Context: an optimization exercise on an open-source flow, tuned for small area, a short achievable clock period and few clock cycles per item. The choices shown serve that exercise and are no tape-out recipe. At most, simulation tests tie the RTL to the original design; equivalence was not proved. Only the layout flow was run in runs 1 and 2; the RTL was not checked for function there.

==> flow/design.v <==
package ycrgb_pkg;
	localparam logic [9:0]  RST_COL_MAX = 10'd159;   
	localparam logic [9:0]  RST_ROW_MAX = 10'd119;   
	localparam logic [12:0] RST_ROW_STRIDE = 13'd960;
endpackage
module ycrgb_chroma
(
	input  logic [7:0] cb,    
	input  logic [7:0] cr,    
	output logic [9:0] kr,
	output logic [8:0] kg,
	output logic [9:0] kb
);
	wire rw1 = cr[7] ^ cr[5];
	wire rw2 = cr[7] & cr[5];
	wire rw3 = cr[6] ^ cr[4];
	wire rw4 = cr[6] & cr[4];
	wire rw5 = ~cr[7] ^ cr[5] ^ ~cr[1];
	wire rw6 = (~cr[7] & cr[5]) | (~cr[7] & ~cr[1]) | (cr[5] & ~cr[1]);
	wire rw7 = cr[6] ^ ~cr[2] ^ cr[0];
	wire rw8 = (cr[6] & ~cr[2]) | (cr[6] & cr[0]) | (~cr[2] & cr[0]);
	wire rw9 = ~cr[7] ^ ~cr[3];
	wire rw10 = ~cr[7] & ~cr[3];
	wire rw11 = ~cr[4] ^ cr[2];
	wire rw12 = ~cr[4] & cr[2];
	wire rw13 = ~cr[5] ^ cr[3] ^ ~cr[1];
	wire rw14 = (~cr[5] & cr[3]) | (~cr[5] & ~cr[1]) | (cr[3] & ~cr[1]);
	wire rw15 = ~cr[6] ^ cr[4] ^ ~cr[2];
	wire rw16 = (~cr[6] & cr[4]) | (~cr[6] & ~cr[2]) | (cr[4] & ~cr[2]);
	wire rw17 = cr[7] ^ cr[5] ^ ~cr[3];
	wire rw18 = (cr[7] & cr[5]) | (cr[7] & ~cr[3]) | (cr[5] & ~cr[3]);
	wire rw19 = cr[6] ^ ~cr[4] ^ cr[2];
	wire rw20 = (cr[6] & ~cr[4]) | (cr[6] & cr[2]) | (~cr[4] & cr[2]);
	wire rw21 = ~cr[7] ^ ~cr[5] ^ cr[3];
	wire rw22 = (~cr[7] & ~cr[5]) | (~cr[7] & cr[3]) | (~cr[5] & cr[3]);
	wire rw23 = ~cr[4] ^ cr[2];
	wire rw24 = ~cr[4] & cr[2];
	wire rw25 = ~cr[5] ^ cr[3] ^ cr[1];
	wire rw26 = (~cr[5] & cr[3]) | (~cr[5] & cr[1]) | (cr[3] & cr[1]);
	wire rw27 = ~cr[6] ^ cr[4] ^ cr[2];
	wire rw28 = (~cr[6] & cr[4]) | (~cr[6] & cr[2]) | (cr[4] & cr[2]);
	wire rw29 = cr[3] ^ 1'b1 ^ rw1;
	wire rw30 = (cr[3] & 1'b1) | (cr[3] & rw1) | (1'b1 & rw1);
	wire rw31 = ~cr[0] ^ rw3 ^ rw2;
	wire rw32 = (~cr[0] & rw3) | (~cr[0] & rw2) | (rw3 & rw2);
	wire rw33 = 1'b1 ^ rw5 ^ rw4;
	wire rw34 = (1'b1 & rw5) | (1'b1 & rw4) | (rw5 & rw4);
	wire rw35 = 1'b1 ^ rw7 ^ rw6;
	wire rw36 = (1'b1 & rw7) | (1'b1 & rw6) | (rw7 & rw6);
	wire rw37 = cr[1] ^ rw9 ^ rw8;
	wire rw38 = (cr[1] & rw9) | (cr[1] & rw8) | (rw9 & rw8);
	wire rw39 = ~cr[0] ^ rw11 ^ rw10;
	wire rw40 = (~cr[0] & rw11) | (~cr[0] & rw10) | (rw11 & rw10);
	wire rw41 = 1'b1 ^ rw13 ^ rw12;
	wire rw42 = (1'b1 & rw13) | (1'b1 & rw12) | (rw13 & rw12);
	wire rw43 = cr[0] ^ rw15 ^ rw14;
	wire rw44 = (cr[0] & rw15) | (cr[0] & rw14) | (rw15 & rw14);
	wire rw45 = cr[1] ^ rw17 ^ rw16;
	wire rw46 = (cr[1] & rw17) | (cr[1] & rw16) | (rw17 & rw16);
	wire rw47 = 1'b1 ^ rw19 ^ rw18;
	wire rw48 = (1'b1 & rw19) | (1'b1 & rw18) | (rw19 & rw18);
	wire rw49 = 1'b1 ^ rw21 ^ rw20;
	wire rw50 = (1'b1 & rw21) | (1'b1 & rw20) | (rw21 & rw20);
	wire rw51 = ~cr[6] ^ cr[4] ^ rw22;
	wire rw52 = (~cr[6] & cr[4]) | (~cr[6] & rw22) | (cr[4] & rw22);
	wire rw53 = cr[7] ^ cr[5];
	wire rw54 = cr[7] & cr[5];
	wire rw55 = cr[6] ^ 1'b1;
	wire rw56 = cr[6] & 1'b1;
	wire [22:0] rw57 = {1'b1,~cr[7],rw55,rw53,rw51,rw49,rw47,rw45,rw43,rw41,rw39,rw37,rw35,rw33,rw31,rw29,rw27,rw25,cr[0],~cr[3],~cr[2],~cr[1],~cr[0]};
	wire [22:0] rw58 = {1'b0,rw56,rw54,rw52,rw50,rw48,rw46,rw44,rw42,rw40,rw38,rw36,rw34,rw32,rw30,rw28,rw26,rw24,rw23,cr[1],cr[0],1'b0,1'b1};
	wire [22:0] rw59 = rw57 + rw58;
	assign kr = {rw59[22],rw59[21],rw59[20],rw59[19],rw59[18],rw59[17],rw59[16],rw59[15],rw59[14],rw59[13]};
	wire gw1 = ~cb[6] ^ cb[3];
	wire gw2 = ~cb[6] & cb[3];
	wire gw3 = cb[7] ^ cb[4];
	wire gw4 = cb[7] & cb[4];
	wire gw5 = cb[5] ^ ~cb[3];
	wire gw6 = cb[5] & ~cb[3];
	wire gw7 = ~cb[4] ^ ~cb[2];
	wire gw8 = ~cb[4] & ~cb[2];
	wire gw9 = ~cb[5] ^ ~cb[3] ^ ~cb[0];
	wire gw10 = (~cb[5] & ~cb[3]) | (~cb[5] & ~cb[0]) | (~cb[3] & ~cb[0]);
	wire gw11 = cr[5] ^ ~cr[1];
	wire gw12 = cr[5] & ~cr[1];
	wire gw13 = ~cb[6] ^ ~cb[4] ^ ~cb[1];
	wire gw14 = (~cb[6] & ~cb[4]) | (~cb[6] & ~cb[1]) | (~cb[4] & ~cb[1]);
	wire gw15 = cr[6] ^ ~cr[2];
	wire gw16 = cr[6] & ~cr[2];
	wire gw17 = cb[7] ^ ~cb[5] ^ ~cb[2];
	wire gw18 = (cb[7] & ~cb[5]) | (cb[7] & ~cb[2]) | (~cb[5] & ~cb[2]);
	wire gw19 = ~cr[7] ^ ~cr[3];
	wire gw20 = ~cr[7] & ~cr[3];
	wire gw21 = ~cb[6] ^ ~cb[3] ^ ~cr[4];
	wire gw22 = (~cb[6] & ~cb[3]) | (~cb[6] & ~cr[4]) | (~cb[3] & ~cr[4]);
	wire gw23 = cb[7] ^ ~cb[4] ^ ~cb[0];
	wire gw24 = (cb[7] & ~cb[4]) | (cb[7] & ~cb[0]) | (~cb[4] & ~cb[0]);
	wire gw25 = ~cb[5] ^ ~cb[1];
	wire gw26 = ~cb[5] & ~cb[1];
	wire gw27 = ~cb[6] ^ ~cb[2] ^ cr[7];
	wire gw28 = (~cb[6] & ~cb[2]) | (~cb[6] & cr[7]) | (~cb[2] & cr[7]);
	wire gw29 = cb[7] ^ ~cb[3];
	wire gw30 = cb[7] & ~cb[3];
	wire gw31 = ~cb[4] ^ cb[1] ^ ~cr[2];
	wire gw32 = (~cb[4] & cb[1]) | (~cb[4] & ~cr[2]) | (cb[1] & ~cr[2]);
	wire gw33 = ~cb[5] ^ cb[2] ^ ~cb[0];
	wire gw34 = (~cb[5] & cb[2]) | (~cb[5] & ~cb[0]) | (cb[2] & ~cb[0]);
	wire gw35 = ~cb[1] ^ ~cr[4] ^ cr[2];
	wire gw36 = (~cb[1] & ~cr[4]) | (~cb[1] & cr[2]) | (~cr[4] & cr[2]);
	wire gw37 = ~cr[0] ^ 1'b1;
	wire gw38 = ~cr[0] & 1'b1;
	wire gw39 = ~cb[2] ^ ~cr[5] ^ cr[3];
	wire gw40 = (~cb[2] & ~cr[5]) | (~cb[2] & cr[3]) | (~cr[5] & cr[3]);
	wire gw41 = ~cr[1] ^ gw3 ^ gw2;
	wire gw42 = (~cr[1] & gw3) | (~cr[1] & gw2) | (gw3 & gw2);
	wire gw43 = ~cr[6] ^ cr[4] ^ ~cr[2];
	wire gw44 = (~cr[6] & cr[4]) | (~cr[6] & ~cr[2]) | (cr[4] & ~cr[2]);
	wire gw45 = 1'b1 ^ gw5 ^ gw4;
	wire gw46 = (1'b1 & gw5) | (1'b1 & gw4) | (gw5 & gw4);
	wire gw47 = cb[6] ^ ~cb[4] ^ cr[7];
	wire gw48 = (cb[6] & ~cb[4]) | (cb[6] & cr[7]) | (~cb[4] & cr[7]);
	wire gw49 = cr[5] ^ ~cr[3] ^ gw6;
	wire gw50 = (cr[5] & ~cr[3]) | (cr[5] & gw6) | (~cr[3] & gw6);
	wire gw51 = ~cb[7] ^ ~cb[5] ^ cr[6];
	wire gw52 = (~cb[7] & ~cb[5]) | (~cb[7] & cr[6]) | (~cb[5] & cr[6]);
	wire gw53 = ~cr[4] ^ 1'b1;
	wire gw54 = ~cr[4] & 1'b1;
	wire gw55 = ~cb[6] ^ ~cr[7] ^ ~cr[5];
	wire gw56 = (~cb[6] & ~cr[7]) | (~cb[6] & ~cr[5]) | (~cr[7] & ~cr[5]);
	wire gw57 = ~cb[2] ^ ~cb[0];
	wire gw58 = ~cb[2] & ~cb[0];
	wire gw59 = ~cb[3] ^ ~cb[1];
	wire gw60 = ~cb[3] & ~cb[1];
	wire gw61 = cr[4] ^ ~cr[0] ^ 1'b1;
	wire gw62 = (cr[4] & ~cr[0]) | (cr[4] & 1'b1) | (~cr[0] & 1'b1);
	wire gw63 = 1'b1 ^ gw9 ^ gw11;
	wire gw64 = (1'b1 & gw9) | (1'b1 & gw11) | (gw9 & gw11);
	wire gw65 = gw13 ^ gw15 ^ gw10;
	wire gw66 = (gw13 & gw15) | (gw13 & gw10) | (gw15 & gw10);
	wire gw67 = gw17 ^ gw19 ^ gw14;
	wire gw68 = (gw17 & gw19) | (gw17 & gw14) | (gw19 & gw14);
	wire gw69 = 1'b1 ^ gw21 ^ gw18;
	wire gw70 = (1'b1 & gw21) | (1'b1 & gw18) | (gw21 & gw18);
	wire gw71 = ~cr[5] ^ 1'b1 ^ gw23;
	wire gw72 = (~cr[5] & 1'b1) | (~cr[5] & gw23) | (1'b1 & gw23);
	wire gw73 = ~cr[6] ^ 1'b1 ^ gw25;
	wire gw74 = (~cr[6] & 1'b1) | (~cr[6] & gw25) | (1'b1 & gw25);
	wire gw75 = ~cr[0] ^ 1'b1 ^ gw27;
	wire gw76 = (~cr[0] & 1'b1) | (~cr[0] & gw27) | (1'b1 & gw27);
	wire gw77 = cb[0] ^ ~cr[1] ^ gw29;
	wire gw78 = (cb[0] & ~cr[1]) | (cb[0] & gw29) | (~cr[1] & gw29);
	wire gw79 = cr[0] ^ 1'b1 ^ gw31;
	wire gw80 = (cr[0] & 1'b1) | (cr[0] & gw31) | (1'b1 & gw31);
	wire gw81 = ~cr[3] ^ cr[1] ^ gw33;
	wire gw82 = (~cr[3] & cr[1]) | (~cr[3] & gw33) | (cr[1] & gw33);
	wire gw83 = gw1 ^ gw35 ^ gw37;
	wire gw84 = (gw1 & gw35) | (gw1 & gw37) | (gw35 & gw37);
	wire gw85 = gw39 ^ gw41 ^ gw36;
	wire gw86 = (gw39 & gw41) | (gw39 & gw36) | (gw41 & gw36);
	wire gw87 = gw43 ^ gw45 ^ gw40;
	wire gw88 = (gw43 & gw45) | (gw43 & gw40) | (gw45 & gw40);
	wire gw89 = gw47 ^ gw49 ^ gw44;
	wire gw90 = (gw47 & gw49) | (gw47 & gw44) | (gw49 & gw44);
	wire gw91 = gw51 ^ gw53 ^ gw48;
	wire gw92 = (gw51 & gw53) | (gw51 & gw48) | (gw53 & gw48);
	wire gw93 = 1'b1 ^ gw55 ^ gw52;
	wire gw94 = (1'b1 & gw55) | (1'b1 & gw52) | (gw55 & gw52);
	wire gw95 = cb[7] ^ ~cr[6] ^ 1'b1;
	wire gw96 = (cb[7] & ~cr[6]) | (cb[7] & 1'b1) | (~cr[6] & 1'b1);
	wire gw97 = cr[2] ^ 1'b1;
	wire gw98 = cr[2] & 1'b1;
	wire gw99 = cr[3] ^ gw59 ^ gw58;
	wire gw100 = (cr[3] & gw59) | (cr[3] & gw58) | (gw59 & gw58);
	wire gw101 = gw7 ^ gw61 ^ gw60;
	wire gw102 = (gw7 & gw61) | (gw7 & gw60) | (gw61 & gw60);
	wire gw103 = gw8 ^ gw63 ^ gw62;
	wire gw104 = (gw8 & gw63) | (gw8 & gw62) | (gw63 & gw62);
	wire gw105 = gw12 ^ gw65 ^ gw64;
	wire gw106 = (gw12 & gw65) | (gw12 & gw64) | (gw65 & gw64);
	wire gw107 = gw16 ^ gw67 ^ gw66;
	wire gw108 = (gw16 & gw67) | (gw16 & gw66) | (gw67 & gw66);
	wire gw109 = gw20 ^ gw69 ^ gw68;
	wire gw110 = (gw20 & gw69) | (gw20 & gw68) | (gw69 & gw68);
	wire gw111 = gw22 ^ gw71 ^ gw70;
	wire gw112 = (gw22 & gw71) | (gw22 & gw70) | (gw71 & gw70);
	wire gw113 = gw24 ^ gw73 ^ gw72;
	wire gw114 = (gw24 & gw73) | (gw24 & gw72) | (gw73 & gw72);
	wire gw115 = gw26 ^ gw75 ^ gw74;
	wire gw116 = (gw26 & gw75) | (gw26 & gw74) | (gw75 & gw74);
	wire gw117 = gw28 ^ gw77 ^ gw76;
	wire gw118 = (gw28 & gw77) | (gw28 & gw76) | (gw77 & gw76);
	wire gw119 = gw30 ^ gw79 ^ gw78;
	wire gw120 = (gw30 & gw79) | (gw30 & gw78) | (gw79 & gw78);
	wire gw121 = gw32 ^ gw81 ^ gw80;
	wire gw122 = (gw32 & gw81) | (gw32 & gw80) | (gw81 & gw80);
	wire gw123 = gw34 ^ gw83 ^ gw82;
	wire gw124 = (gw34 & gw83) | (gw34 & gw82) | (gw83 & gw82);
	wire gw125 = gw38 ^ gw85 ^ gw84;
	wire gw126 = (gw38 & gw85) | (gw38 & gw84) | (gw85 & gw84);
	wire gw127 = gw42 ^ gw87 ^ gw86;
	wire gw128 = (gw42 & gw87) | (gw42 & gw86) | (gw87 & gw86);
	wire gw129 = gw46 ^ gw89 ^ gw88;
	wire gw130 = (gw46 & gw89) | (gw46 & gw88) | (gw89 & gw88);
	wire gw131 = gw50 ^ gw91 ^ gw90;
	wire gw132 = (gw50 & gw91) | (gw50 & gw90) | (gw91 & gw90);
	wire gw133 = gw54 ^ gw93 ^ gw92;
	wire gw134 = (gw54 & gw93) | (gw54 & gw92) | (gw93 & gw92);
	wire gw135 = gw56 ^ gw95 ^ gw94;
	wire gw136 = (gw56 & gw95) | (gw56 & gw94) | (gw95 & gw94);
	wire gw137 = cr[7] ^ 1'b1 ^ gw96;
	wire gw138 = (cr[7] & 1'b1) | (cr[7] & gw96) | (1'b1 & gw96);
	wire [23:0] gw139 = {gw138,gw137,gw135,gw133,gw131,gw129,gw127,gw125,gw123,gw121,gw119,gw117,gw115,gw113,gw111,gw109,gw107,gw105,gw103,gw101,gw99,gw57,~cb[1],~cb[0]};
	wire [23:0] gw140 = {1'b0,gw136,gw134,gw132,gw130,gw128,gw126,gw124,gw122,gw120,gw118,gw116,gw114,gw112,gw110,gw108,gw106,gw104,gw102,gw100,gw98,gw97,cr[1],cr[0]};
	wire [23:0] gw141 = gw139 + gw140;
	assign kg = {gw141[23],gw141[22],gw141[21],gw141[20],gw141[19],gw141[18],gw141[17],gw141[16],gw141[15]};
	wire bw1 = ~cb[7] ^ ~cb[5];
	wire bw2 = ~cb[7] & ~cb[5];
	wire bw3 = ~cb[6] ^ cb[4];
	wire bw4 = ~cb[6] & cb[4];
	wire bw5 = cb[3] ^ cb[0];
	wire bw6 = cb[3] & cb[0];
	wire bw7 = cb[1] ^ 1'b1 ^ bw3;
	wire bw8 = (cb[1] & 1'b1) | (cb[1] & bw3) | (1'b1 & bw3);
	wire bw9 = cb[7] ^ cb[5] ^ cb[2];
	wire bw10 = (cb[7] & cb[5]) | (cb[7] & cb[2]) | (cb[5] & cb[2]);
	wire bw11 = cb[6] ^ cb[3];
	wire bw12 = cb[6] & cb[3];
	wire bw13 = cb[2] ^ ~cb[0];
	wire bw14 = cb[2] & ~cb[0];
	wire bw15 = cb[3] ^ ~cb[1];
	wire bw16 = cb[3] & ~cb[1];
	wire bw17 = cb[4] ^ ~cb[2] ^ cb[0];
	wire bw18 = (cb[4] & ~cb[2]) | (cb[4] & cb[0]) | (~cb[2] & cb[0]);
	wire bw19 = cb[5] ^ ~cb[3] ^ cb[1];
	wire bw20 = (cb[5] & ~cb[3]) | (cb[5] & cb[1]) | (~cb[3] & cb[1]);
	wire bw21 = cb[6] ^ ~cb[4] ^ cb[2];
	wire bw22 = (cb[6] & ~cb[4]) | (cb[6] & cb[2]) | (~cb[4] & cb[2]);
	wire bw23 = 1'b1 ^ bw1 ^ bw5;
	wire bw24 = (1'b1 & bw1) | (1'b1 & bw5) | (bw1 & bw5);
	wire bw25 = bw2 ^ bw7 ^ bw6;
	wire bw26 = (bw2 & bw7) | (bw2 & bw6) | (bw7 & bw6);
	wire bw27 = bw4 ^ bw9 ^ bw8;
	wire bw28 = (bw4 & bw9) | (bw4 & bw8) | (bw9 & bw8);
	wire bw29 = 1'b1 ^ bw11 ^ bw10;
	wire bw30 = (1'b1 & bw11) | (1'b1 & bw10) | (bw11 & bw10);
	wire bw31 = ~cb[7] ^ cb[4] ^ bw12;
	wire bw32 = (~cb[7] & cb[4]) | (~cb[7] & bw12) | (cb[4] & bw12);
	wire bw33 = cb[5] ^ 1'b1;
	wire bw34 = cb[5] & 1'b1;
	wire bw35 = ~cb[7] ^ cb[0];
	wire bw36 = ~cb[7] & cb[0];
	wire [22:0] bw37 = {1'b1,~cb[7],cb[6],cb[5],cb[4],cb[3],cb[2],cb[1],1'b1,cb[6],bw33,bw31,bw29,bw27,bw25,bw23,bw21,bw19,bw17,bw15,1'b1,cb[1],cb[0]};
	wire [22:0] bw38 = {1'b0,1'b0,1'b1,1'b1,1'b1,1'b0,1'b1,bw36,bw35,bw34,bw32,bw30,bw28,bw26,bw24,bw22,bw20,bw18,bw16,bw14,bw13,1'b0,1'b0};
	wire [22:0] bw39 = bw37 + bw38;
	assign kb = {bw39[22],bw39[21],bw39[20],bw39[19],bw39[18],bw39[17],bw39[16],bw39[15],bw39[14],bw39[13]};
endmodule
module ycrgb_luma
(
	input  logic [7:0] luma,
	output logic [8:0] yy
);
	wire w1 = luma[4] ^ luma[2];
	wire w2 = luma[4] & luma[2];
	wire w3 = luma[5] ^ luma[3] ^ luma[1];
	wire w4 = (luma[5] & luma[3]) | (luma[5] & luma[1]) | (luma[3] & luma[1]);
	wire w5 = luma[6] ^ luma[4];
	wire w6 = luma[6] & luma[4];
	wire w7 = luma[7] ^ luma[5] ^ luma[3];
	wire w8 = (luma[7] & luma[5]) | (luma[7] & luma[3]) | (luma[5] & luma[3]);
	wire w9 = luma[6] ^ luma[4];
	wire w10 = luma[6] & luma[4];
	wire w11 = luma[7] ^ luma[5];
	wire w12 = luma[7] & luma[5];
	wire w13 = luma[7] ^ luma[2];
	wire w14 = luma[7] & luma[2];
	wire w15 = luma[3] ^ luma[1];
	wire w16 = luma[3] & luma[1];
	wire w17 = luma[0] ^ 1'b1 ^ w1;
	wire w18 = (luma[0] & 1'b1) | (luma[0] & w1) | (1'b1 & w1);
	wire w19 = 1'b1 ^ w3 ^ w2;
	wire w20 = (1'b1 & w3) | (1'b1 & w2) | (w3 & w2);
	wire w21 = luma[2] ^ w5 ^ w4;
	wire w22 = (luma[2] & w5) | (luma[2] & w4) | (w5 & w4);
	wire w23 = luma[0] ^ w7 ^ w6;
	wire w24 = (luma[0] & w7) | (luma[0] & w6) | (w7 & w6);
	wire w25 = luma[1] ^ w9 ^ w8;
	wire w26 = (luma[1] & w9) | (luma[1] & w8) | (w9 & w8);
	wire w27 = luma[2] ^ w11 ^ w10;
	wire w28 = (luma[2] & w11) | (luma[2] & w10) | (w11 & w10);
	wire w29 = luma[6] ^ luma[3] ^ w12;
	wire w30 = (luma[6] & luma[3]) | (luma[6] & w12) | (luma[3] & w12);
	wire w31 = luma[7] ^ luma[4];
	wire w32 = luma[7] & luma[4];
	wire [20:0] w33 = {1'b0,luma[7],luma[6],luma[5],w31,w29,w27,w25,w23,w21,w19,w17,w15,luma[0],luma[6],luma[5],luma[4],luma[3],luma[2],luma[1],luma[0]};
	wire [20:0] w34 = {1'b0,1'b0,1'b0,w32,w30,w28,w26,w24,w22,w20,w18,w16,w14,w13,luma[1],luma[0],1'b0,1'b0,1'b0,1'b0,1'b0};
	wire [20:0] w35 = w33 + w34;
	assign yy = {w35[20],w35[19],w35[18],w35[17],w35[16],w35[15],w35[14],w35[13],w35[12]};
endmodule
module ycbcr420_to_rgb_flip_core
#(
	parameter int MAX_WIDTH  = 2048,
	parameter int MAX_HEIGHT = 2048
) (
	input  logic        clk,
	input  logic        arst_n,
	input  logic        wr_en,
	input  logic [1:0]  wr_index,
	input  logic [12:0] wr_data,
	input  logic        s_tvalid,
	output logic        s_tready,
	input  logic [47:0] s_tdata,
	output logic        m_tvalid,
	input  logic        m_tready,
	output logic [71:0] m_tdata,
	output logic        m_tlast,
	output logic        m_tuser
);
	function automatic logic [7:0] sat8(input logic signed [10:0] v);
		if (v[10]) begin
			sat8 = 8'd0;
		end else if (v[9] | v[8]) begin
			sat8 = 8'd255;
		end else begin
			sat8 = v[7:0];
		end
	endfunction
	logic        ph;        
	logic        v1;
	logic        v2;
	logic        ld2;
	logic        r2_free;
	logic        ov;
	logic        olast;     
	logic        addr_ok;
	logic        adv;       
	logic        r1_free;
	logic        ld1;
	logic        ld1_in;    
	logic        ld_lo;
	logic        acc;
	logic        skid_v;    
	logic [7:0]  sk_a;
	logic [7:0]  sk_b;
	assign adv      = v2 && (!ov || m_tready) && addr_ok;
	assign r2_free  = !v2 || adv;
	assign ld2      = v1 && r2_free;
	assign r1_free  = !v1 || ld2;
	assign ld1      = r1_free && (skid_v || s_tvalid);
	assign ld1_in   = r1_free && !skid_v && s_tvalid;
	assign ld_lo    = adv && !olast;
	assign s_tready = ph && !skid_v;
	assign acc      = s_tvalid && s_tready;
	always_ff @(posedge clk or negedge arst_n) begin
		if (!arst_n) begin
			ph     <= 1'b0;
			skid_v <= 1'b0;
			v1     <= 1'b0;
			v2     <= 1'b0;
			ov     <= 1'b0;
			olast  <= 1'b1;
		end else begin
			if (ld1_in || acc) begin
				ph <= !ph;
			end
			if (acc && !r1_free) begin
				skid_v <= 1'b1;
			end else if (r1_free) begin
				skid_v <= 1'b0;
			end
			if (r1_free) begin
				v1 <= skid_v || s_tvalid;
			end
			if (r2_free) begin
				v2 <= v1;
			end
			if (adv) begin
				ov    <= 1'b1;
				olast <= !olast;
			end else if (m_tready) begin
				ov    <= 1'b0;
			end
		end
	end
	always_ff @(posedge clk) begin
		if (acc && !r1_free) begin
			sk_a <= s_tdata[23:16];
			sk_b <= s_tdata[31:24];
		end
	end
	logic [7:0] ya_q;
	logic [7:0] yb_q;
	logic [7:0] cb_q;
	logic [7:0] cr_q;
	always_ff @(posedge clk) begin
		if (ld1) begin
			ya_q <= skid_v ? sk_a : (ph ? s_tdata[23:16] : s_tdata[7:0]);
			yb_q <= skid_v ? sk_b : (ph ? s_tdata[31:24] : s_tdata[15:8]);
		end
		if (ld1_in) begin
			cb_q <= s_tdata[39:32];
			cr_q <= s_tdata[47:40];
		end
	end
	logic [8:0]        yy_a;
	logic [8:0]        yy_b;
	logic signed [9:0] kr;
	logic signed [8:0] kg;
	logic signed [9:0] kb;
	ycrgb_luma u_luma_a (.luma(ya_q), .yy(yy_a));
	ycrgb_luma u_luma_b (.luma(yb_q), .yy(yy_b));
	ycrgb_chroma u_chroma (
		.cb (cb_q ^ 8'h80),
		.cr (cr_q ^ 8'h80),
		.kr (kr),
		.kg (kg),
		.kb (kb)
	);
	logic [8:0]        yy_a_q;
	logic [8:0]        yy_b_q;
	logic signed [9:0] kr_q;
	logic signed [8:0] kg_q;
	logic signed [9:0] kb_q;
	always_ff @(posedge clk) begin
		if (ld2) begin
			yy_a_q <= yy_a;
			yy_b_q <= yy_b;
			kr_q   <= kr;
			kg_q   <= kg;
			kb_q   <= kb;
		end
	end
	function automatic logic [10:0] add11(input logic [10:0] a, input logic [10:0] b);
		logic c;
		c = 1'b0;
		for (int i = 0; i < 11; i++) begin
			add11[i] = a[i] ^ b[i] ^ c;
			c        = (a[i] & b[i]) | (c & (a[i] ^ b[i]));
		end
	endfunction
	logic [9:0]  cm;        
	logic [9:0]  rm;        
	logic [12:0] stride;
	logic [9:0]  col;       
	logic [9:0]  row;       
	logic        lc_q;      
	logic        lr_q;      
	logic        lr_q2;
	logic        wr_q;      
	logic        clamp;
	logic        lc_adv;
	logic        lr_adv;
	logic [23:0] base;      
	logic        bvalid;
	logic        bstart;
	logic [3:0]  bcnt;
	logic        kbit_q;
	logic        st_q;
	logic [9:0]  wr_max;
	logic [9:0]  col_n;
	logic [9:0]  row_n;
	logic [9:0]  kmul;
	logic [15:0] kmul_x;
	logic [23:0] badd_a;
	logic [23:0] badd_b;
	logic [23:0] badd;
	logic        row_step;
	logic        wr_geo;
	always_comb begin
		if (wr_data[10:0] == 11'd0) begin
			wr_max = 10'd0;
		end else if (wr_data[10]) begin
			wr_max = 10'd1023;
		end else begin
			wr_max = wr_data[9:0] - 10'd1;
		end
	end
	assign wr_geo = wr_en && (wr_index != 2'd3);
	always_ff @(posedge clk or negedge arst_n) begin
		if (!arst_n) begin
			cm     <= ycrgb_pkg::RST_COL_MAX;
			rm     <= ycrgb_pkg::RST_ROW_MAX;
			stride <= ycrgb_pkg::RST_ROW_STRIDE;
		end else if (wr_en) begin
			case (wr_index)
				2'd0: cm     <= wr_max;
				2'd1: rm     <= wr_max;
				2'd2: stride <= wr_data;
				default: ;
			endcase
		end
	end
	assign row_step = ld_lo && lc_q && !lr_q;
	assign clamp    = !bvalid && !wr_q && !wr_geo;
	assign lc_adv   = lc_q ? (cm == 10'd0) : (col + 10'd1 >= cm);
	assign lr_adv   = lc_q ? (lr_q ? (rm == 10'd0) : (row + 10'd1 >= rm)) : lr_q;
	always_comb begin
		col_n = col;
		row_n = row;
		if (ld_lo) begin
			if (lc_q) begin
				col_n = 10'd0;
				row_n = lr_q ? 10'd0 : row + 10'd1;
			end else begin
				col_n = col + 10'd1;
			end
		end else if (clamp) begin
			if (lc_q) begin
				col_n = cm;
			end
			if (lr_q) begin
				row_n = rm;
			end
		end
	end
	always_ff @(posedge clk or negedge arst_n) begin
		if (!arst_n) begin
			col   <= '0;
			row   <= '0;
			lc_q  <= 1'b0;
			lr_q  <= 1'b0;
			lr_q2 <= 1'b0;
			wr_q  <= 1'b0;
		end else begin
			col   <= col_n;
			row   <= row_n;
			if (ld_lo) begin
				lc_q <= lc_adv;
				lr_q <= lr_adv;
			end else begin
				lc_q <= (col_n >= cm);
				lr_q <= (row_n >= rm);
			end
			lr_q2 <= lr_q;
			wr_q  <= wr_geo;
		end
	end
	assign kmul   = lr_q ? rm : (rm - row);
	assign kmul_x = {6'd0, kmul};
	assign bstart = st_q || wr_q || (lr_q && !lr_q2);
	assign badd_a = bvalid ? base : {base[22:0], 1'b0};
	assign badd_b = bvalid ? ~(24'({stride, 1'b0})) : (kbit_q ? 24'({stride, 1'b0}) : 24'd0);
	assign badd   = badd_a + badd_b + 24'(bvalid);
	always_ff @(posedge clk or negedge arst_n) begin
		if (!arst_n) begin
			bvalid <= 1'b0;
			bcnt   <= 4'd10;
			st_q   <= 1'b1;
		end else begin
			st_q <= 1'b0;
			if (bstart) begin
				bvalid <= 1'b0;
				bcnt   <= 4'd10;
			end else if (!bvalid) begin
				if (bcnt == 4'd0) begin
					bvalid <= 1'b1;
				end
				bcnt <= bcnt - 4'd1;
			end
		end
	end
	always_ff @(posedge clk) begin
		if (bstart) begin
			base   <= '0;
			kbit_q <= 1'b0;
		end else begin
			if (!bvalid || row_step) begin
				base <= badd;
			end
			kbit_q <= kmul_x[bcnt - 4'd1];
		end
	end
	assign addr_ok = olast ? (bvalid || lr_q) : 1'b1;
	logic [47:0] opix;
	logic [23:0] ooff;
	logic        ouser;
	logic [23:0] up_off;
	assign up_off = (lr_q ? 24'd0 : base) + 24'({col, 2'b00}) + 24'({col, 1'b0});
	always_ff @(posedge clk) begin
		if (adv) begin
			opix[7:0]   <= sat8(add11(11'(yy_a_q), 11'(kr_q)));
			opix[15:8]  <= sat8(add11(11'(yy_a_q), 11'(kg_q)));
			opix[23:16] <= sat8(add11(11'(yy_a_q), 11'(kb_q)));
			opix[31:24] <= sat8(add11(11'(yy_b_q), 11'(kr_q)));
			opix[39:32] <= sat8(add11(11'(yy_b_q), 11'(kg_q)));
			opix[47:40] <= sat8(add11(11'(yy_b_q), 11'(kb_q)));
			ooff        <= olast ? up_off : ooff + 24'(stride);
			ouser       <= !olast && lc_q && lr_q;
		end
	end
	assign m_tvalid = ov;
	assign m_tlast  = olast;
	assign m_tuser  = ouser;
	assign m_tdata  = {ooff, opix};
endmodule
==> flow/flow/run.sh <==
#!/bin/bash
# The standard layout, with repair_timing aiming below the clock period
# (setup margin) so the critical paths are sized and buffered.
set -euo pipefail
bash standard.sh SETUP_SLACK_MARGIN=7.5 finish > make.log 2>&1
==> flow/standard.sh <==
#!/bin/bash
# synth_recipe.tcl (not shown) runs the flow's synth.tcl, then flattens the netlist and writes it again
# the make line also repeats each setting of config.mk as NAME=value (left out here)
make -C /OpenROAD-flow-scripts/flow DESIGN_CONFIG=/design/flow/config.mk WORK_HOME=/design/flow/orfs CLKGATE_MAP_FILE= SYNTH_SCRIPT=/design/flow/synth_recipe.tcl "${@:-finish}"
==> flow/config.mk <==
export PLATFORM = sky130hd
export DESIGN_NAME = ycbcr420_to_rgb_flip_core
export DESIGN_NICKNAME = ycbcr420_to_rgb_flip_core
export VERILOG_FILES = /design/flow/design.v
export SDC_FILE = /design/flow/constraint.sdc
export NUM_CORES = 4
export LEC_CHECK = 0
export CAP_MARGIN = 20
export CORE_MARGIN = 2
export CORE_UTILIZATION = 40
export SLEW_MARGIN = 20
==> flow/constraint.sdc <==
create_clock -name core_clock -period 11.0 [get_ports {clk}]
set_input_delay 2.2000 -clock core_clock [delete_from_list [all_inputs] [get_ports {clk}]]
set_output_delay 2.2000 -clock core_clock [all_outputs]
set_load 0.01 [all_outputs]
==> flow_metrics.env, run 1 <==
export IMPL_gp_routability_congestion=0.877
export IMPL_dp_cells=2936
export IMPL_yosys_area_top_type="edfxtp_1"
export IMPL_ys_warn_count=1
export IMPL_area_growth_pct=31.6
export IMPL_seq_area_frac_synth_pct=33.8
export IMPL_ant_nets=0
export IMPL_start_util_pct=40.3
export IMPL_cts_tree="yes"
export IMPL_cts_root_buf="clkbuf_16"
export IMPL_numCtsBuffers=34
export IMPL_synth_cells=2146
export IMPL_synthesis_nets=2614
export IMPL_clock_latency_ns=0.55
export IMPL_grt_pass1_vias=17300
export IMPL_clock_skew_ns=0.0150
export IMPL_slew_headroom_pct=25.4
export IMPL_tightest_slew_ns=1.12
export IMPL_cp_max_fo=4
export IMPL_grt_usage_pct=21.7
export IMPL_hpwl_um=42400
export IMPL_async_flop_share_pct=26.3
export IMPL_antenna_cells=0
export IMPL_grt_pass1_wl_um=96100
export IMPL_netlist_area_sq_mm=0.0216
export IMPL_clockBufferDepth=3
export IMPL_drive_gt1_share_pct=25.8
export IMPL_post_route_period_util_pct=41.9
export IMPL_clk_pin_slew_ns=0.06
export IMPL_grt_max_degree=70
export IMPL_routed_wl_um=62500
export IMPL_finalCoreUtilization_pct=53.0
export IMPL_fin_setup_tns_ns=0
export IMPL_fin_cells=3188
export IMPL_die_w_um=236
export IMPL_port_buffers=143
export IMPL_syn_avg_cell_area_sq_um=10.1
export IMPL_worstPathArrival_ns=5.03
export IMPL_cp_end_kind="register"
export IMPL_holdCritPathClass="reg2reg"
export IMPL_worstSetupPathType="in2reg"
export IMPL_drv_slew=0
export IMPL_cts_num_sinks=262
export IMPL_drc_errors=0
export IMPL_final_hold_viol_count=0
export IMPL_synth_top_area_share_pct=23.4
export IMPL_synth_cell_types=87
export IMPL_fin_nets=2934
export IMPL_min_path_cells=1
export IMPL_cts_hold_buf=0
export IMPL_rsz0062_at_grt="yes"
export IMPL_required_ns=11.43
export IMPL_antenna_found_initial=1
export IMPL_layout_commonest_cell="inv_1"
export IMPL_rr_worst_depth=16
export IMPL_synth_seq_cells=262
export IMPL_synth_area_leaders="edfxtp_1 (23%), ha_1 (15%), fa_1 (13%)"
export IMPL_pin_count=144
export IMPL_first_iter_violations=1147
export IMPL_post_route_min_period_ns=4.61
export IMPL_mostFrequentLayoutCells="inv_1 (231), ha_1 (230), edfxtp_1 (168)"
export IMPL_r2r_start="cb_q[6]$_DFFE_PP_"
export IMPL_fmax_mhz=217
export IMPL_grt_overflow_total=0
export IMPL_dr_pass1_iters=5
export IMPL_ctsHtreeMaxLevel=2
export IMPL_num_rows=85
export IMPL_via_count=17000
export IMPL_crit_path_start="wr_en"
export IMPL_finalSetupViolations=0
export IMPL_min_from="v1$_DFFE_PN0P_"
export IMPL_die_h_um=236
export IMPL_start_kind="primary input"
export IMPL_vias_per_cell=5.33
export IMPL_synth_edf_count=168
export IMPL_die_area_sq_mm=0.0559
export IMPL_core_area_sq_mm=0.0536
export IMPL_max_cap_violations=0
export IMPL_detail_route_wl_per_cell_um=19.6
export IMPL_synth_ff_type="edfxtp_1"
export IMPL_status="timing/DRC/antenna clean"
[repair_timing]
action / in CTS / in global routing
buffers inserted: 126 / 57
endpoints found under the setup margin: 327 / 201
pin swaps: 135 / 120
gates resized for setup: 380 / 156
gates cloned: 6 / 1
[per-stage QoR]
step           worst slack [ns]  hold WS (ns)  instance area [sq um]
2_1_floorplan              6.06         0.369                  22000
3_3_place_gp               5.18         0.471                  24100
3_5_place_dp               5.11         0.488                  24100
4_1_cts                    6.45         0.498                  27300
5_1_grt                    6.26         0.530                  28400
6_report                   6.39         0.498                  28400
[cells by family (layout without fill, tap and decap cells)]
family,after synthesis,in the layout,share of synthesized area (%)
DFF,262,262,33.8
AOI/OAI and AO/OA,431,431,12.9
other,1,1,0.0174
and+or+nand+nor,544,545,11.8
xor gates and xnor gates,127,127,5.15
buffers and inverters,328,673,5.71
muxes,53,53,2.72
adders and majority gates,400,400,28.0
[sequential cells by signal, indices dropped and copies added, names as in the netlist, 9 cells and up]
register,cells
kr_q,10
ooff,24
rm,10
base,24
col,10
row,10
kg_q,9
yy_b_q,9
cm,10
stride,13
yy_a_q,9
opix,48
kb_q,10
[path summary, 6_finish.rpt]
check	slack, ns	end
max	6.39	lc_q$_DFF_PN0_
min	0.50	v2$_DFFE_PN0P_
max reg2reg	6.73	kg_q[7]$_DFFE_PP_
min reg2reg	0.50	v2$_DFFE_PN0P_
max in group asynchronous	8.48	lr_q$_DFFE_PN0P_
min in group asynchronous	1.78	stride[12]$_DFFE_PN0P_
[routing by layer]
| layer | track usage (%) | wire length, um |
|---|---|---|
| met4 | 6.31 | 1590 |
| met2 | 36.7 | 30500 |
| met3 | 3.25 | 3240 |
| met1 | 28.9 | 27200 |
| met5 | 0 | 0 |
[Yosys cell counts, types with 5 or more instances]
| cell | n |
|---|---|
| a211oi_1 | 12 |
| a21o_1 | 26 |
| a21oi_1 | 114 |
| a22oi_1 | 10 |
| a311oi_1 | 6 |
| a31oi_1 | 26 |
| and2_1 | 5 |
| and3_1 | 13 |
| buf_1 | 5 |
| clkbuf_1 | 52 |
| dfrtp_1 | 49 |
| dfstp_2 | 20 |
| dfxtp_1 | 25 |
| edfxtp_1 | 168 |
| fa_1 | 138 |
| ha_1 | 262 |
| inv_1 | 268 |
| mux2_2 | 25 |
| mux2i_1 | 26 |
| nand2_1 | 151 |
| nand2b_1 | 20 |
| nand3_1 | 33 |
| nand3b_1 | 5 |
| nand4_1 | 10 |
| nor2_1 | 186 |
| nor2b_1 | 40 |
| nor3_1 | 34 |
| nor4_1 | 10 |
| o2111ai_1 | 5 |
| o211ai_1 | 11 |
| o21a_1 | 23 |
| o21ai_0 | 103 |
| o21ai_1 | 11 |
| o21bai_1 | 6 |
| o22ai_1 | 22 |
| or2_2 | 7 |
| or3_1 | 10 |
| or4_1 | 5 |
| xnor2_1 | 78 |
| xor2_1 | 49 |
[cell type report]
| type | instances | area, sq um |
|---|---|---|
| clock buffers | 43 | 885 |
| clock inverters | 19 | 241 |
| fillers | 4703 | 25200 |
| inverters | 270 | 1050 |
| multi-input cells | 1557 | 14900 |
| flip-flops and latches | 262 | 7310 |
| well taps | 696 | 871 |
| repair buffers | 340 | 3190 |
| repair inverters | 1 | 5.00 |
[worst max-delay path, cell delays in order]
cell and delay, ns:
buf_8 0.09, a21boi_4 0.14, or3_4 0.44, nor2_4 0.16, a22oi_2 0.08, o22ai_2 0.19
inv_1 0.07, ha_1 0.27, nand2b_4 0.14, a21o_1 0.15, a21o_1 0.15, a21o_1 0.15
a21o_1 0.18, a2111oi_4 0.31, nor4b_2 0.09, o21ai_1 0.14, a2bb2oi_1 0.07
==> run 2, diff against run 1 <==
==> flow/flow/run.sh (replaced) <==
#!/bin/bash
# The standard layout, with repair_timing aiming below the clock period
# (setup margin) so the critical paths are sized and buffered.
set -euo pipefail
bash standard.sh SETUP_SLACK_MARGIN=7.0 finish > make.log 2>&1
==> flow_metrics.env, run 2 <==
export IMPL_cp_end_kind="register"
export IMPL_rsz0062_at_grt="yes"
export IMPL_routed_wl_um=58300
export IMPL_grt_max_degree=74
export IMPL_reg_top3="opix (48), base (24), ooff (24)"
export IMPL_slew_headroom_pct=27.3
export IMPL_yosysMostFrequentCell="inv_1"
export IMPL_mostFrequentLayoutCells="inv_1 (252), ha_1 (247), nor2_1 (170)"
export IMPL_netlist_area_sq_mm=0.0216
export IMPL_cts_num_sinks=262
export IMPL_antenna_cells=0
export IMPL_synth_edf_count=168
export IMPL_gp_routability_congestion=0.869
export IMPL_yosys_area_top_type="edfxtp_1"
export IMPL_cts_hold_buf=0
export IMPL_worst_path_buf_inv=4
export IMPL_grt_usage_pct=20.8
export IMPL_grt_pass1_wl_um=92200
export IMPL_antenna_found_initial=0
export IMPL_clock_latency_ns=0.61
export IMPL_ctsHtreeMaxLevel=1
export IMPL_clockBufferDepth=3
export IMPL_cp_slowest_cell="ha_1"
export IMPL_worstPathArrival_ns=5.02
export IMPL_worst_path_most_repeated_cell="a21o_1"
export IMPL_area_growth_pct=21.2
export IMPL_synthesis_nets=2614
export IMPL_critPathTopFamily="compound AO/OA/AOI/OAI gates"
export IMPL_drc_errors=0
export IMPL_required_ns=11.45
export IMPL_first_iter_violations=1133
export IMPL_fin_nets=2831
export IMPL_synth_cell_types=87
export IMPL_max_cap_violations=0
export IMPL_clock_skew_ns=0.0299
export IMPL_pin_count=144
export IMPL_cp_cell_sequence="clkbuf_2, nand2b_4, and3b_2, buf_12, nor3_4, nor2_4, buf_6, a222oi_1, inv_1, ha_1, a21o_1, a21o_1, a21oi_2, nor2b_1, o21ai_1, a21oi_1, o2111ai_1, o211ai_1"
export IMPL_syn_avg_cell_area_sq_um=10.1
export IMPL_largest_reg_flops=48
export IMPL_ys_warn_count=1
export IMPL_vias_per_cell=5.34
export IMPL_pre_cts_slack_ns=4.95
export IMPL_status="timing/DRC/antenna clean"
export IMPL_dr_pass1_iters=8
export IMPL_die_area_sq_mm=0.0559
export IMPL_worstSetupPathType="in2reg"
export IMPL_cp_max_fo=4
export IMPL_synth_top_area_share_pct=23.4
export IMPL_drive_gt1_share_pct=14.7
export IMPL_numCtsBuffers=31
export IMPL_cts_tree="yes"
export IMPL_cts_root_buf="clkbuf_16"
export IMPL_fmax_mhz=219
export IMPL_final_hold_viol_count=0
export IMPL_post_route_min_period_ns=4.57
export IMPL_ys_top_cells_by_count="inv_1 (268), ha_1 (262), nor2_1 (186)"
export IMPL_regMostFlops="opix"
export IMPL_core_area_sq_mm=0.0536
export IMPL_die_w_um=236
export IMPL_fin_setup_tns_ns=0
export IMPL_clk_pin_slew_ns=0.06
export IMPL_grt_overflow_total=0
export IMPL_synth_ff_type="edfxtp_1"
export IMPL_start_kind="primary input"
export IMPL_seq_area_frac_synth_pct=33.8
export IMPL_async_flop_share_pct=26.3
export IMPL_tightest_slew_ns=1.09
export IMPL_drv_slew=0
export IMPL_start_util_pct=40.3
export IMPL_detail_route_wl_per_cell_um=18.9
export IMPL_timing_final_ws_setup_ns=6.43
export IMPL_post_route_period_util_pct=41.5
export IMPL_die_h_um=236
export IMPL_finalSetupViolations=0
export IMPL_grt_pass1_vias=16900
export IMPL_synth_seq_cells=262
export IMPL_synth_area_leaders="edfxtp_1 (23%), ha_1 (15%), fa_1 (13%)"
export IMPL_holdCritPathClass="reg2reg"
export IMPL_synth_cells=2146
export IMPL_port_buffers=143
export IMPL_num_rows=85
export IMPL_via_count=16500
export IMPL_hpwl_um=42500
export IMPL_critical_path_max_stage_delay_ns=0.30
export IMPL_layout_commonest_cell="inv_1"
export IMPL_ant_nets=0
==> run 2: worst paths after layout <==
| check | start | end | slack [ns] | cells past startpoint |
|---|---|---|---|---|
| setup / recovery | m_tready | lr_q$_DFFE_PN0P_ | 6.43 | 18 |
| hold / removal | base[7]$_SDFFE_PP0P_ | base[7]$_SDFFE_PP0P_ | 0.49 | 2 |
| setup reg to reg | cb_q[4]$_DFFE_PP_ | kg_q[8]$_DFFE_PP_ | 6.73 | 18 |
| hold reg to reg | base[7]$_SDFFE_PP0P_ | base[7]$_SDFFE_PP0P_ | 0.49 | 2 |
| max in group asynchronous | arst_n | stride[1]$_DFFE_PN0P_ | 8.55 | 1 |
| min in group asynchronous | arst_n | skid_v$_DFFE_PN0P_ | 1.75 | 1 |
==> run 2: metrics by stage <==
| step | instance area [sq um] | hold slack, ns | std cells | util, % |
|---|---|---|---|---|
| 6_report | 26200 | 0.486 | 3083 | 48.8 |
| 5_1_grt | 26200 | 0.508 | 3083 | 48.8 |
| 4_1_cts | 25500 | 0.479 | 3056 | 47.7 |
| 3_5_place_dp | 23800 | 0.465 | 2939 | 44.4 |
| 3_3_place_gp | 23800 | 0.453 | 2939 | 44.4 |
| 2_1_floorplan | 21700 | 0.352 | 2146 | - |
==> run 2: logic make-up (layout without fill, tap and decap cells) <==
kind of cell / after synthesis / in the layout / synth area share [%]
compound gates: 431 / 431 / 12.9
fa+ha+maj: 400 / 400 / 28.0
flops: 262 / 262 / 33.8
mux: 53 / 53 / 2.72
simple gates: 544 / 544 / 11.8
xor+xnor: 127 / 127 / 5.15
buf+inv: 328 / 569 / 5.71
other cells: 1 / 1 / 0.0174
==> run 2: worst min-delay path, cell delays in order, from the launching register on <==
cell     delay (ns)
dfxtp_1        0.33
nand2_1        0.06
a21oi_1        0.05
==> run 2: what timing repair did <==
item | in CTS | in global routing
buffers inserted | 59 | 27
cloned | 1 | 0
endpoints found under the setup margin | 139 | 75
hold endpoints to repair | 0 | 0
pin swaps | 38 | 47
gates resized for setup | 72 | 103
==> run 2: layout make-up <==
class	count	area, sq um
Fill cell	4906	27400
Multi-Input combinational cell	1556	13600
Sequential cell	262	7300
Timing Repair Buffer	242	2310
Inverter	270	1050
Tap cell	696	871
Clock buffer	38	842
Clock inverter	19	148
==> run 2: metal layers <==
metal	GRT usage (%)	part of all wire, %	wire length [um]	up-vias
li1	-	-	-	7856
met1	27.7	44	25900	8057
met2	35.8	48	28200	459
met3	3.00	5.1	2980	98
met4	4.60	2.2	1280	0
met5	0	0	0	-
==> run 3, diff against run 2 <==
--- a/flow/design.v
+++ b/flow/design.v
@@ -527,8 +527,8 @@
 				lc_q <= lc_adv;
 				lr_q <= lr_adv;
 			end else begin
-				lc_q <= (col_n >= cm);
-				lr_q <= (row_n >= rm);
+				lc_q <= (clamp && lc_q) || (col >= cm);
+				lr_q <= (clamp && lr_q) || (row >= rm);
 			end
 			lr_q2 <= lr_q;
 			wr_q  <= wr_geo;
==> flow_metrics.env, run 3 <==
export IMPL_die_area_sq_mm=0.0559
export IMPL_mostFrequentLayoutCells="inv_1 (250), ha_1 (241), edfxtp_1 (168)"
export IMPL_grt_overflow_total=0
export IMPL_routed_wl_um=56700
export IMPL_holdWs_ns=0.483
export IMPL_synth_cells=2155
export IMPL_core_area_sq_mm=0.0536
export IMPL_cp_end_kind="register"
export IMPL_fillers=4940
export IMPL_dr_pass1_iters=5
export IMPL_numCtsBuffers=34
export IMPL_clk_pin_slew_ns=0.06
export IMPL_tightest_slew_ns=0.994
export IMPL_detail_route_wl_per_cell_um=18.5
export IMPL_grt_usage_pct=20.3
export IMPL_fin_cells=3074
export IMPL_grt_max_degree=70
export IMPL_worstSetupPathType="reg2reg"
export IMPL_layout_commonest_cell="inv_1"
export IMPL_synth_seq_cells=262
export IMPL_drive_gt1_share_pct=12.8
export IMPL_finalSetupViolations=0
export IMPL_post_route_period_util_pct=40.3
export IMPL_final_hold_viol_count=0
export IMPL_cts_tree="yes"
export IMPL_reg2reg_slack_ns=6.57
export IMPL_syn_avg_cell_area_sq_um=10.0
export IMPL_fmax_mhz=226
export IMPL_antenna_found_initial=0
export IMPL_start_kind="register"
export IMPL_holdCritPathClass="reg2reg"
export IMPL_pin_count=144
export IMPL_grt_pass1_vias=16800
export IMPL_gp_routability_congestion=0.869
export IMPL_reg_top3="opix (48), base (24), ooff (24)"
export IMPL_synth_cell_types=81
export IMPL_start_util_pct=40.3
export IMPL_ant_nets=0
export IMPL_cp_max_fo=3
export IMPL_port_buffers=143
export IMPL_max_cap_violations=0
export IMPL_ys_warn_count=1
export IMPL_required_ns=11.29
export IMPL_largest_reg_flops=48
export IMPL_antenna_cells=0
export IMPL_synth_edf_count=168
export IMPL_fin_setup_tns_ns=0
export IMPL_via_count=16300
export IMPL_synth_top_area_share_pct=23.3
export IMPL_synth_area_leaders="edfxtp_1 (23%), ha_1 (15%), fa_1 (13%)"
export IMPL_yosysMostFrequentCell="inv_1"
export IMPL_cts_num_sinks=262
export IMPL_vias_per_cell=5.30
export IMPL_ctsHtreeMaxLevel=2
export IMPL_clock_skew_ns=0.0428
export IMPL_clock_latency_ns=0.58
export IMPL_drv_slew=0
export IMPL_drc_errors=0
export IMPL_seq_area_frac_synth_pct=33.8
export IMPL_rsz0062_at_grt="yes"
export IMPL_die_h_um=236
export IMPL_grt_pass1_wl_um=89700
export IMPL_yosys_area_top_type="edfxtp_1"
export IMPL_num_rows=85
export IMPL_regMostFlops="opix"
export IMPL_finalCoreUtilization_pct=48.5
export IMPL_ys_top_cells_by_count="inv_1 (265), ha_1 (253), nor2_1 (174)"
export IMPL_netlist_area_sq_mm=0.0216
export IMPL_async_flop_share_pct=26.3
export IMPL_fin_nets=2811
export IMPL_synth_ff_type="edfxtp_1"
export IMPL_status="timing/DRC/antenna clean"
export IMPL_first_iter_violations=993
export IMPL_die_w_um=236
export IMPL_post_route_min_period_ns=4.43
export IMPL_synthesis_nets=2614
export IMPL_cts_root_buf="clkbuf_16"
export IMPL_worstPathArrival_ns=4.73
export IMPL_dp_cells=2943
export IMPL_clockBufferDepth=3
export IMPL_area_growth_pct=20.3
export IMPL_slew_headroom_pct=33.7
export IMPL_cts_hold_buf=0
export IMPL_hpwl_um=42800
[run 3: cell count changes after synthesis, moves of 8 or more]
cell	before	now
nor2_1	186	174
ha_1	262	253
nand4_1	10	19
o21a_1	23	32
a21o_1	26	34
[run 3: layout make-up]
| cell class | instances | area [sq um] | share of cell area (%) |
|---|---|---|---|
| inverters | 265 | 1020 | 3.93 |
| multi-input cells | 1567 | 13600 | 52.2 |
| flip-flops and latches | 262 | 7310 | 28.1 |
| clock inverters | 20 | 231 | 0.891 |
| clock buffers | 42 | 911 | 3.50 |
| well taps | 696 | 871 | 3.35 |
| repair buffers | 221 | 2070 | 7.96 |
| repair inverters | 1 | 7.51 | 0.0289 |
[run 3: metrics by stage]
stage / cell area [sq um] / worst slack, ns
CTS: 25500 / 6.61
floorplan: 21700 / 6.49
global route: 26000 / 6.42
global placement: 23800 / 5.84
finish: 26000 / 6.57
detailed placement: 23800 / 5.80
[run 3: timing repair]
action                                  4_1_cts  5_1_grt
endpoints found under the setup margin      173      174
pin swaps                                    20       32
gates cloned                                  3        1
resized for setup                            49       68
setup buffers                                48       17
[run 3: cells by family (layout without fill, tap and decap cells)]
kind of cell               Yosys count  after routing  share of synthesized area, %
AOI/OAI and AO/OA                  447            447                          13.1
and+or+nand+nor                    540            541                          11.7
adders and majority gates          391            391                          27.4
DFF                                262            262                          33.8
buffers and inverters              327            549                          5.69
other                                1              1                        0.0174
muxes                               52             52                          2.73
xor gates and xnor gates           135            135                          5.47
[run 3: layer usage]
metal / share of wire [%] / track usage (%)
met3: 4.6 / 3.31
met1: 44 / 25.8
met5: 0 / 0
met4: 3.0 / 7.10
met2: 49 / 34.8
[run 3: final timing paths]
path	start	end	depth (start not counted)
setup / recovery	cb_q[6]$_DFFE_PP_	kg_q[8]$_DFFE_PP_	19
hold / removal	base[11]$_SDFFE_PP0P_	base[11]$_SDFFE_PP0P_	2
setup reg to reg	cb_q[6]$_DFFE_PP_	kg_q[8]$_DFFE_PP_	19
hold reg to reg	base[11]$_SDFFE_PP0P_	base[11]$_SDFFE_PP0P_	2
max in group asynchronous	arst_n	ph$_DFFE_PN0P_	1
min in group asynchronous	arst_n	cm[9]$_DFFE_PN0P_	1
[run 3: worst max-delay path: stages, from the launching register on]
cell	delay [ns]
edfxtp_1	0.43
buf_6	0.15
inv_4	0.05
ha_4	0.11
inv_2	0.03
fa_1	0.51
inv_2	0.04
fa_1	0.51
inv_2	0.05
fa_1	0.51
inv_2	0.05
ha_4	0.21
a21o_1	0.15
a21o_1	0.17
a21oi_2	0.13
o21ai_2	0.10
or3_4	0.42
o211a_1	0.17
a211o_1	0.28
xnor2_1	0.13
Testbench counts of run 3, summed over its fixed seeds: cycles 19,304, items 9,600.
==> run 4, diff against run 3 <==
==> flow/flow/run.sh (replaced) <==
#!/bin/bash
# The standard layout, with repair_timing aiming below the clock period
# (setup margin) so the critical paths are sized and buffered, and the port
# buffers made from the smallest buffer cell (repair sizes them up as needed).
set -euo pipefail
bash standard.sh SETUP_SLACK_MARGIN=7.0 "BUFFER_PORTS_ARGS=-buffer_cell sky130_fd_sc_hd__buf_1" finish > make.log 2>&1
==> flow_metrics.env, run 4 <==
export IMPL_tightest_slew_ns=1.04
export IMPL_fillers=5012
export IMPL_num_rows=85
export IMPL_die_h_um=236
export IMPL_status="timing/DRC/antenna clean"
export IMPL_worst_path_most_repeated_cell="fa_1"
export IMPL_routed_wl_um=55200
export IMPL_largest_reg_flops=48
export IMPL_synth_top_area_share_pct=23.3
export IMPL_vias_per_cell=5.25
export IMPL_yosys_area_top_type="edfxtp_1"
export IMPL_grt_overflow_total=0
export IMPL_dr_pass1_iters=7
export IMPL_die_w_um=236
export IMPL_fin_setup_tns_ns=0
export IMPL_start_util_pct=40.3
export IMPL_synth_cell_types=81
export IMPL_worstPathArrival_ns=4.70
export IMPL_reg_top3="opix (48), base (24), ooff (24)"
export IMPL_synthesis_nets=2614
export IMPL_cp_cell_sequence="buf_6, fa_1, inv_2, fa_1, inv_1, fa_1, inv_2, ha_4, a2111oi_4, nand3_1, o22a_2, or3_4, o211a_1, a211o_1, xnor2_1"
export IMPL_cts_num_sinks=262
export IMPL_synth_ff_type="edfxtp_1"
export IMPL_slew_headroom_pct=30.5
export IMPL_grt_pass1_vias=16600
export IMPL_antenna_found_initial=0
export IMPL_async_flop_share_pct=26.3
export IMPL_clockBufferDepth=3
export IMPL_grt_usage_pct=19.7
export IMPL_required_ns=11.27
export IMPL_ys_warn_count=1
export IMPL_yosysMostFrequentCell="inv_1"
export IMPL_cts_hold_buf=0
export IMPL_fin_nets=2808
export IMPL_seq_area_frac_synth_pct=33.8
export IMPL_cp_max_fo=3
export IMPL_cp_end_kind="register"
export IMPL_pin_count=144
export IMPL_post_route_min_period_ns=4.43
export IMPL_crit_path_start="cb_q[6]$_DFFE_PP_"
export IMPL_rr_worst_depth=15
export IMPL_critical_path_max_stage_delay_ns=0.52
export IMPL_syn_avg_cell_area_sq_um=10.0
export IMPL_r2r_start="cb_q[6]$_DFFE_PP_"
export IMPL_ctsHtreeMaxLevel=2
export IMPL_cts_root_buf="clkbuf_16"
export IMPL_clk_pin_slew_ns=0.06
export IMPL_detail_route_wl_per_cell_um=18.0
export IMPL_drive_gt1_share_pct=12.9
export IMPL_mostFrequentLayoutCells="inv_1 (249), ha_1 (239), edfxtp_1 (168)"
export IMPL_crit_end="kg_q[8]$_DFFE_PP_"
export IMPL_r2r_end="kg_q[8]$_DFFE_PP_"
export IMPL_fmax_mhz=226
export IMPL_final_hold_viol_count=0
export IMPL_synth_edf_count=168
export IMPL_grt_pass1_wl_um=87700
export IMPL_layout_commonest_cell="inv_1"
export IMPL_antenna_cells=0
export IMPL_synth_area_leaders="edfxtp_1 (23%), ha_1 (15%), fa_1 (13%)"
export IMPL_finalSetupViolations=0
export IMPL_start_kind="register"
export IMPL_port_buffers=143
export IMPL_ys_top_cells_by_count="inv_1 (265), ha_1 (253), nor2_1 (174)"
export IMPL_netlist_area_sq_mm=0.0216
export IMPL_drv_slew=0
export IMPL_holdCritPathClass="reg2reg"
export IMPL_post_route_period_util_pct=40.2
export IMPL_reg2reg_slack_ns=6.57
export IMPL_finalCoreUtilization_pct=46.8
export IMPL_synth_seq_cells=262
export IMPL_cts_tree="yes"
export IMPL_worstSetupPathType="reg2reg"
export IMPL_cp_slowest_cell="fa_1"
export IMPL_rsz0062_at_grt="yes"
export IMPL_synth_cells=2155
export IMPL_clock_skew_ns=0.0243
export IMPL_grt_max_degree=70
export IMPL_max_cap_violations=0
export IMPL_regMostFlops="opix"
export IMPL_drc_errors=0
export IMPL_core_area_sq_mm=0.0536
export IMPL_ant_nets=0
export IMPL_holdWs_ns=0.483
export IMPL_die_area_sq_mm=0.0559
export IMPL_gp_routability_congestion=0.908
export IMPL_clock_latency_ns=0.54
export IMPL_hpwl_um=42600
export IMPL_area_growth_pct=16.1
export IMPL_numCtsBuffers=34
export IMPL_first_iter_violations=836
export IMPL_via_count=16100
[run 4: cell types whose count changed in the layout (fill, tap and decap cells not counted), sizes merged, moves of 2 or more]
cell,previous run,this run
buf,78,218
clkdlybuf4s50,140,0
dlymetal6s2s,2,0
clkinv,12,6
clkbuf,43,45
[run 4: repair_timing]
item                                    CTS  global route
pin swaps                                21            24
endpoints found under the setup margin   44            73
resized for setup                        41            75
setup buffers                            31            31
cloned                                    0             1
[run 4: metal layers]
layer  global-route usage [%]  share of wire (%)
met1                     25.2                 44
met2                     34.4                 49
met3                     2.61                3.6
met4                     6.37                3.2
met5                        0                  0
[run 4: worst min path at each step]
| stage | depth (start not counted) | start | slack, ns | endpoint |
|---|---|---|---|---|
| after floorplan | 1 | v1$_DFFE_PN0P_ | 0.44 | v2$_DFFE_PN0P_ |
| after global placement | 1 | v1$_DFFE_PN0P_ | 0.45 | v2$_DFFE_PN0P_ |
| after detailed placement | 1 | v1$_DFFE_PN0P_ | 0.47 | v2$_DFFE_PN0P_ |
| after CTS | 2 | base[7]$_SDFFE_PP0P_ | 0.48 | base[7]$_SDFFE_PP0P_ |
| after global routing | 1 | v1$_DFFE_PN0P_ | 0.51 | v2$_DFFE_PN0P_ |
| final | 1 | v1$_DFFE_PN0P_ | 0.48 | v2$_DFFE_PN0P_ |
[run 4: kinds of logic after synthesis]
family / after synthesis / share of synthesized area [%]
buffers and inverters: 327 / 5.69
flip-flops: 262 / 33.8
AO/OA/AOI/OAI: 447 / 13.1
other: 1 / 0.0174
XOR/XNOR: 135 / 5.47
AND/OR/NAND/NOR: 540 / 11.7
multiplexers: 52 / 2.73
adder cells (fa/ha/maj): 391 / 27.4
[run 4: layout make-up]
cell class / instances / area [sq um] / share of cell area, %
inverters: 265 / 1030 / 4.09
clock buffers: 43 / 936 / 3.73
flip-flops and latches: 262 / 7300 / 29.1
well taps: 696 / 871 / 3.47
clock inverters: 17 / 205 / 0.818
multi-input cells: 1566 / 13500 / 54.0
repair buffers: 220 / 1200 / 4.80
[run 4: stage by stage]
stage	setup slack (ns)	area [sq um]	std cells
finish	6.57	25100	3069
global route	6.45	25100	3069
CTS	6.58	24500	3037
detailed placement	6.16	23000	2946
global placement	6.23	23000	2946
floorplan	6.49	21700	2155
[run 4: worst max-delay path, delay by kind of cell, from the launching register on]
family          cells  cell delay, ns
fa+ha+maj           4            1.75
compound gates      4            1.01
simple gates        2            0.53
flops               1            0.44
buf+inv             4            0.31
xor+xnor            1            0.12

afterwards: timing with drivers on the ports:
How much do the figures lean on ideal ports? The routed layouts below were timed once more, with nothing changed but the port constraints.
Step 1: set_driving_cell puts a clkbuf_16 on clk and a buf_2 on each other input, an assumption about the parent block.
Step 2 times the ports against the registers' clock, not the clock port: input delays grow and output delays shrink by t, the midpoint of the rising clock arrivals with the driver on.
Slacks: no drivers / after step 1 / after step 2; pairs: no drivers / after step 1.
run | t (ns) | setup WS [ns] | hold slack, ns | worst slew at a driven data input, ns
run 1 | 0.591 | 6.395 / 6.407 / 5.815 | 0.498 / 0.498 / 0.498 | 0.05
run 2 | 0.645 | 6.433 / 6.455 / 5.810 | 0.486 / 0.486 / 0.486 | 0.06
run 3 | 0.612 | 6.568 / 6.568 / 6.568 | 0.483 / 0.483 / 0.483 | 0.04
run 4 | 0.591 | 6.574 / 6.574 / 6.560 | 0.483 / 0.483 / 0.483 | 0.04
After both steps setup and hold are still met in every run listed. For run 2, which loses most, drivers alone change the setup slack by +0.022 ns; drivers and shift together by -0.623 ns.
